Source: an optimization exercise on an open RTL-to-GDS flow (aim: small area, a short achievable clock period and few clock cycles per item). Production flows keep margins and buffers that such runs may drop.
The RTL was checked by simulation tests, not by an equivalence proof against the original design.

### flow/constraint.sdc
create_clock -name core_clock -period 35.0 [get_ports {CLK}]
set_input_delay 7.0000 -clock core_clock [delete_from_list [all_inputs] [get_ports {CLK}]]
set_output_delay 7.0000 -clock core_clock [all_outputs]
set_load 0.01 [all_outputs]
### flow/design.v
module laser_sched #(
   parameter int NPTS     = 40,
   parameter int MAX_PASS = 8,
   parameter int R2       = 16
) (
   input  logic       CLK,
   input  logic       RST,
   input  logic [3:0] X,
   input  logic [3:0] Y,
   output logic [3:0] C1X,
   output logic [3:0] C1Y,
   output logic [3:0] C2X,
   output logic [3:0] C2Y,
   output logic       DONE
);
   localparam int IDX_W  = (NPTS > 1) ? $clog2(NPTS) : 1;
   localparam int PASS_W = $clog2(MAX_PASS + 1);
   localparam logic [IDX_W-1:0]  IDX_LAST  = IDX_W'(NPTS - 1);
   localparam logic [PASS_W-1:0] PASS_LAST = PASS_W'(MAX_PASS);
   localparam logic [PASS_W-1:0] PASS_ONE  = PASS_W'(1);
   localparam logic [IDX_W-1:0]  IDX_ONE   = IDX_W'(1);
   localparam logic [9:0] R2_LIM = (R2 > 1023) ? 10'd1023 :
                                   (R2 < 0)    ? 10'd0    : 10'(R2);
   typedef enum logic [2:0] {
      LOAD  = 3'd0,
      SCAN1 = 3'd1,
      UPD1  = 3'd2,
      SCAN2 = 3'd3,
      UPD2  = 3'd4,
      FIN   = 3'd5
   } state_t;
   state_t              state;
   state_t              state_nxt;
   logic [IDX_W-1:0]    idx;
   logic [7:0]          cand;
   logic [PASS_W-1:0]   pass;
   logic [5:0]          prev_total;
   logic [5:0]          best_score;
   logic [7:0]          best_idx;
   logic [7:0]          c1;
   logic [7:0]          c2;
   logic [7:0]          pt_buf [NPTS];
   logic [7:0]          other_ctr;
   logic [5:0]          score;
   logic                load_last;
   logic                scan_last;
   logic                pass_stop;
   function automatic logic covers(input logic [7:0] ctr, input logic [7:0] pt);
      logic [3:0] dx;
      logic [3:0] dy;
      logic [7:0] dx2;
      logic [7:0] dy2;
      logic [9:0] d2;
      dx  = (ctr[3:0] >= pt[3:0]) ? (ctr[3:0] - pt[3:0]) : (pt[3:0] - ctr[3:0]);
      dy  = (ctr[7:4] >= pt[7:4]) ? (ctr[7:4] - pt[7:4]) : (pt[7:4] - ctr[7:4]);
      dx2 = {4'b0, dx} * {4'b0, dx};
      dy2 = {4'b0, dy} * {4'b0, dy};
      d2  = {2'b0, dx2} + {2'b0, dy2};
      covers = (d2 <= R2_LIM);
   endfunction
   assign load_last = (idx == IDX_LAST);
   assign scan_last = (cand == 8'hFF);
   assign pass_stop = (best_score <= prev_total) || (pass == PASS_LAST);
   assign other_ctr = (state == SCAN2) ? c1 : c2;
   always_comb begin
      score = '0;
      for (int i = 0; i < NPTS; i++) begin
         if (covers(cand, pt_buf[i]) || covers(other_ctr, pt_buf[i])) begin
            score = score + 6'd1;
         end
      end
   end
   always_ff @(posedge CLK) begin
      if (RST) begin
         state <= LOAD;
      end else begin
         state <= state_nxt;
      end
   end
   always_comb begin
      state_nxt = state;
      case (state)
         LOAD:    if (load_last) state_nxt = SCAN1;
         SCAN1:   if (scan_last) state_nxt = UPD1;
         UPD1:    state_nxt = SCAN2;
         SCAN2:   if (scan_last) state_nxt = UPD2;
         UPD2:    state_nxt = pass_stop ? FIN : SCAN1;
         FIN:     state_nxt = LOAD;
         default: state_nxt = LOAD;
      endcase
   end
   always_comb begin
      DONE = (state == FIN);
      C1X  = c1[3:0];
      C1Y  = c1[7:4];
      C2X  = c2[3:0];
      C2Y  = c2[7:4];
   end
   always_ff @(posedge CLK) begin
      if (!RST && (state == LOAD)) begin
         pt_buf[idx] <= {Y, X};
      end
   end
   always_ff @(posedge CLK) begin
      if (RST) begin
         idx        <= '0;
         cand       <= '0;
         pass       <= PASS_ONE;
         prev_total <= '0;
         best_score <= '0;
         best_idx   <= '0;
         c1         <= '0;
         c2         <= '0;
      end else begin
         case (state)
            LOAD: begin
               if (load_last) begin
                  idx        <= '0;
                  cand       <= '0;
                  pass       <= PASS_ONE;
                  best_score <= '0;
                  best_idx   <= '0;
               end else begin
                  idx <= idx + IDX_ONE;
               end
            end
            SCAN1, SCAN2: begin
               if (score > best_score) begin
                  best_score <= score;
                  best_idx   <= cand;
               end
               cand <= cand + 8'd1;
            end
            UPD1: begin
               c1         <= best_idx;
               cand       <= '0;
               best_score <= '0;
               best_idx   <= '0;
            end
            UPD2: begin
               c2 <= best_idx;
               if (!pass_stop) begin
                  prev_total <= best_score;
                  pass       <= pass + PASS_ONE;
                  cand       <= '0;
                  best_score <= '0;
                  best_idx   <= '0;
               end
            end
            FIN: begin
               idx        <= '0;
               cand       <= '0;
               pass       <= PASS_ONE;
               prev_total <= '0;
               c1         <= '0;
               c2         <= '0;
            end
            default: begin
               idx  <= '0;
               cand <= '0;
            end
         endcase
      end
   end
endmodule
### flow/run.sh
#!/bin/bash
# synth_recipe.tcl (not shown) runs the flow's synth.tcl, then flattens the netlist and writes it again
# the make line also repeats each setting of config.mk as NAME=value (left out here)
make -C /OpenROAD-flow-scripts/flow DESIGN_CONFIG=/design/flow/config.mk WORK_HOME=/design/flow/orfs CLKGATE_MAP_FILE= SYNTH_SCRIPT=/design/flow/synth_recipe.tcl finish
### flow/config.mk
export PLATFORM = sky130hd
export DESIGN_NAME = laser_sched
export DESIGN_NICKNAME = laser_sched
export VERILOG_FILES = /design/flow/design.v
export SDC_FILE = /design/flow/constraint.sdc
export NUM_CORES = 4
export LEC_CHECK = 0
export CAP_MARGIN = 20
export CORE_MARGIN = 2
export CORE_UTILIZATION = 40
export SLEW_MARGIN = 20
==> flow_metrics.tcl <==
set metrics [dict create \
    drtIter0Drc 4857 \
    tightest_slew_ps 1160 \
    drt_first_pass_iters 5 \
    synth_warnings 1 \
    io_buffers 26 \
    synthArstFlopShare_pct 0 \
    clk_pin_slew_ps 60 \
    cts_root_buf "clkbuf_16" \
    vias 78000 \
    fin_area_um2 115000 \
    crit_path_end_kind "flop" \
    layoutNonFillerInstCount 15000 \
    die_w_um 522 \
    synthCells 11200 \
    drive_above_1_share_pct 4.33 \
    slew_viol_final 0 \
    final-hold-violation-count 0 \
    synthesis.nets 15000 \
    slowest_delay_ps 570 \
    cpMostUsedCell "ha_1" \
    dr.max_layer_used "met5" \
    initial_core_util_pct 40.2 \
    met1_length_mm 135 \
    core_um2 268000 \
    clock_latency_ps 700 \
    nets 15200 \
    grt_usage_pct 21.6 \
    worstPathMaxFanout 17 \
    grt_pass1_vias 79500 \
    synth_cell_type_count 97 \
    ant_nets 0 \
    outcome "no timing/DRC/antenna violations" \
    placed_area_um2 113000 \
    cp_num_buf_inv 12 \
    fp.dieH_um 522 \
    clock_sinks 377 \
    layout_common_cells "2613 x ha_1, 1827 x inv_1, 1164 x fa_1, 963 x nor2_1, 773 x a21oi_1" \
    critPathLaunchType "flop" \
    crit_slowest_cell "fa_1" \
    met3_length_mm 14.4 \
    wirelength_mm 292 \
    yosysSeqAreaShare_pct 10.0 \
    antenna_found_initial 19 \
    dp_cells 14900 \
    fin_tns_setup_ps 0 \
    grt_max_degree 48 \
    min_period_ps 32700 \
    required_ps 35550 \
    rsz0062_at_grt "no" \
    syn_avg_cell_area_um2 9.56 \
    drv_cap 0 \
    critPathTopFamily "adder cells" \
    synth_edf_count 320 \
    die-area_um2 273000 \
    num_io_pins 27 \
    row_count 190 \
    cts_tree "built" \
    setup_viol 0 \
    period_share_pct 93.4 \
    drcViolationCount 0 \
    layout-area-overhead-vs-synth_pct 7.17 \
    cp.arrival_ps 33260 \
    gr-total-overflow 0 \
    gp_congestion 0.894 \
    yosys.area.top_type "ha_1" \
    grt_first_pass_wirelength_mm 460 \
    vias_per_cell 5.20 \
    syn_area_um2 107000 \
    fmax_mhz 30.6 \
    max_slew_margin_pct 22.2 \
    ctsHtreeMaxLevel 2 \
    synth_top_area_share_pct 30.4 \
    yosys-top-cells-area "ha_1 30%, fa_1 22%, edfxtp_1 8.9%" \
    met2_length_mm 136 \
    cts_inserted_buffers 56 \
    layout_commonest_cell "ha_1" \
    dp_slack_ps 1140 \
    min_path_type "reg -> reg" \
    fin_ws_ps 2300 \
    ys.flop_type "edfxtp_1" \
    cts_buffer_depth 3 \
    worstSetupPathType "reg -> reg" \
    fin_skew_ps 50.7 \
    routedWlPerCell_um 19.5 \
    synth-seq-cells 377 \
    place_hpwl_mm 232 \
]
## cell usage after synthesis (16+ instances only)
| cell | count |
|---|---|
| and2_1 | 16 |
| edfxtp_1 | 320 |
| a211oi_1 | 19 |
| a22oi_1 | 23 |
| nor2b_1 | 157 |
| a31oi_1 | 21 |
| mux2i_1 | 410 |
| o21ai_0 | 86 |
| o31ai_1 | 32 |
| or2_2 | 94 |
| nand3_1 | 75 |
| dfxtp_1 | 57 |
| o21a_1 | 65 |
| xor2_1 | 186 |
| ha_1 | 2613 |
| nand4_1 | 18 |
| inv_1 | 1838 |
| a21o_1 | 540 |
| nand2_1 | 468 |
| o22ai_1 | 50 |
| nand4bb_1 | 17 |
| nor3_1 | 76 |
| clkbuf_1 | 29 |
| o211ai_1 | 40 |
| mux2_2 | 70 |
| nor2_1 | 965 |
| a21oi_1 | 776 |
| xnor2_1 | 364 |
| a221oi_1 | 21 |
| nand2b_1 | 107 |
| fa_1 | 1164 |
| nor4_1 | 27 |
| o21bai_1 | 203 |
## cell families after synthesis
| family | Yosys count | synth area share, % |
|---|---|---|
| AOI/OAI and AO/OA | 2025 | 12.4 |
| buffers and inverters | 1878 | 6.57 |
| adders and majority gates | 3777 | 52.1 |
| muxes | 481 | 4.56 |
| and+or+nand+nor | 2116 | 9.07 |
| DFF | 377 | 10.0 |
| xor gates and xnor gates | 594 | 5.33 |
## routing by layer
layer / vias to the layer above / global-route usage (%)
li1: 38400 / -
met1: 38000 / 29.6
met2: 1402 / 36.5
met3: 294 / 2.33
met4: 2 / 4.69
met5: - / 0
## metrics by stage
| step | util [%] | hold slack [ps] |
|---|---|---|
| floorplan | - | 436 |
| detailed placement | 42.2 | 450 |
| finish | 43.0 | 460 |
| CTS | 43.0 | 459 |
| global placement | 42.2 | 447 |
| global route | 43.0 | 472 |
## registers in the layout, indices dropped and copies added, names as in the netlist, 6 cells and up
| name | count |
|---|---|
| best_idx | 8 |
| best_score | 6 |
| c1 | 8 |
| c2 | 8 |
| cand | 8 |
| idx | 6 |
| prev_total | 6 |
| pt_buf | 320 |
## worst paths after layout
check / start / end / slack (ps) / cells past startpoint
setup / recovery: state[0] / best_score[0] / 2300 / 154
hold / removal: prev_total[2] / prev_total[2] / 460 / 2
setup reg to reg: state[0] / best_score[0] / 2300 / 154
hold reg to reg: prev_total[2] / prev_total[2] / 460 / 2
## worst reg2reg max path: cells and delay by family, from the launching register on
family | cells | cell delay, ps
adders and majority gates | 46 | 14620
AOI/OAI and AO/OA | 40 | 6900
and+or+nand+nor | 42 | 5660
muxes | 11 | 3220
buffers and inverters | 12 | 1180
xor gates and xnor gates | 3 | 550
DFF | 1 | 440
## final cells by class
cell class                      count  area, um^2
Antenna cell                        3        7.51
Clock buffer                       69        1610
Sequential cell                   377       10800
Tap cell                         3552        4440
Fill cell                       26400      152000
Multi-Input combinational cell   8995       89900
Timing Repair Buffer              143        1150
Clock inverter                     37         352
Inverter                         1839        6960
## timing repair
action                     in CTS  in global routing
setup endpoints to repair       0                 14
hold buffers                    0                  0
gates resized for setup         0                 18
buffers inserted                0                  7
Testbench counts, summed over its fixed seeds: cycles 91,174, jobs 80.

separate check: timing with driven ports:
No port has a modelled driver above. Below, the same layout with a new extraction and two added sets of constraints.
Step 1: set_driving_cell puts a clkbuf_16 on CLK and a buf_2 on each other input, an assumption about the parent block.
Step 2 also shifts input and output timing later by t, the mid clock arrival at the registers, as if the neighbouring blocks saw the same clock.
Slacks: ideal ports / drivers / drivers and shift; pairs: ideal ports / drivers.
t, ns: 0.772
setup WS [ns]: 2.297 / 2.297 / 2.297
latest minus earliest clock arrival (ns): 0.059 / 0.059
worst register clock-pin slew, ns: 0.07 / 0.07
After both steps this run still meets setup and hold. The setup slack of this run moves by 0.000 ns with the drivers and by 0.000 ns with both steps.
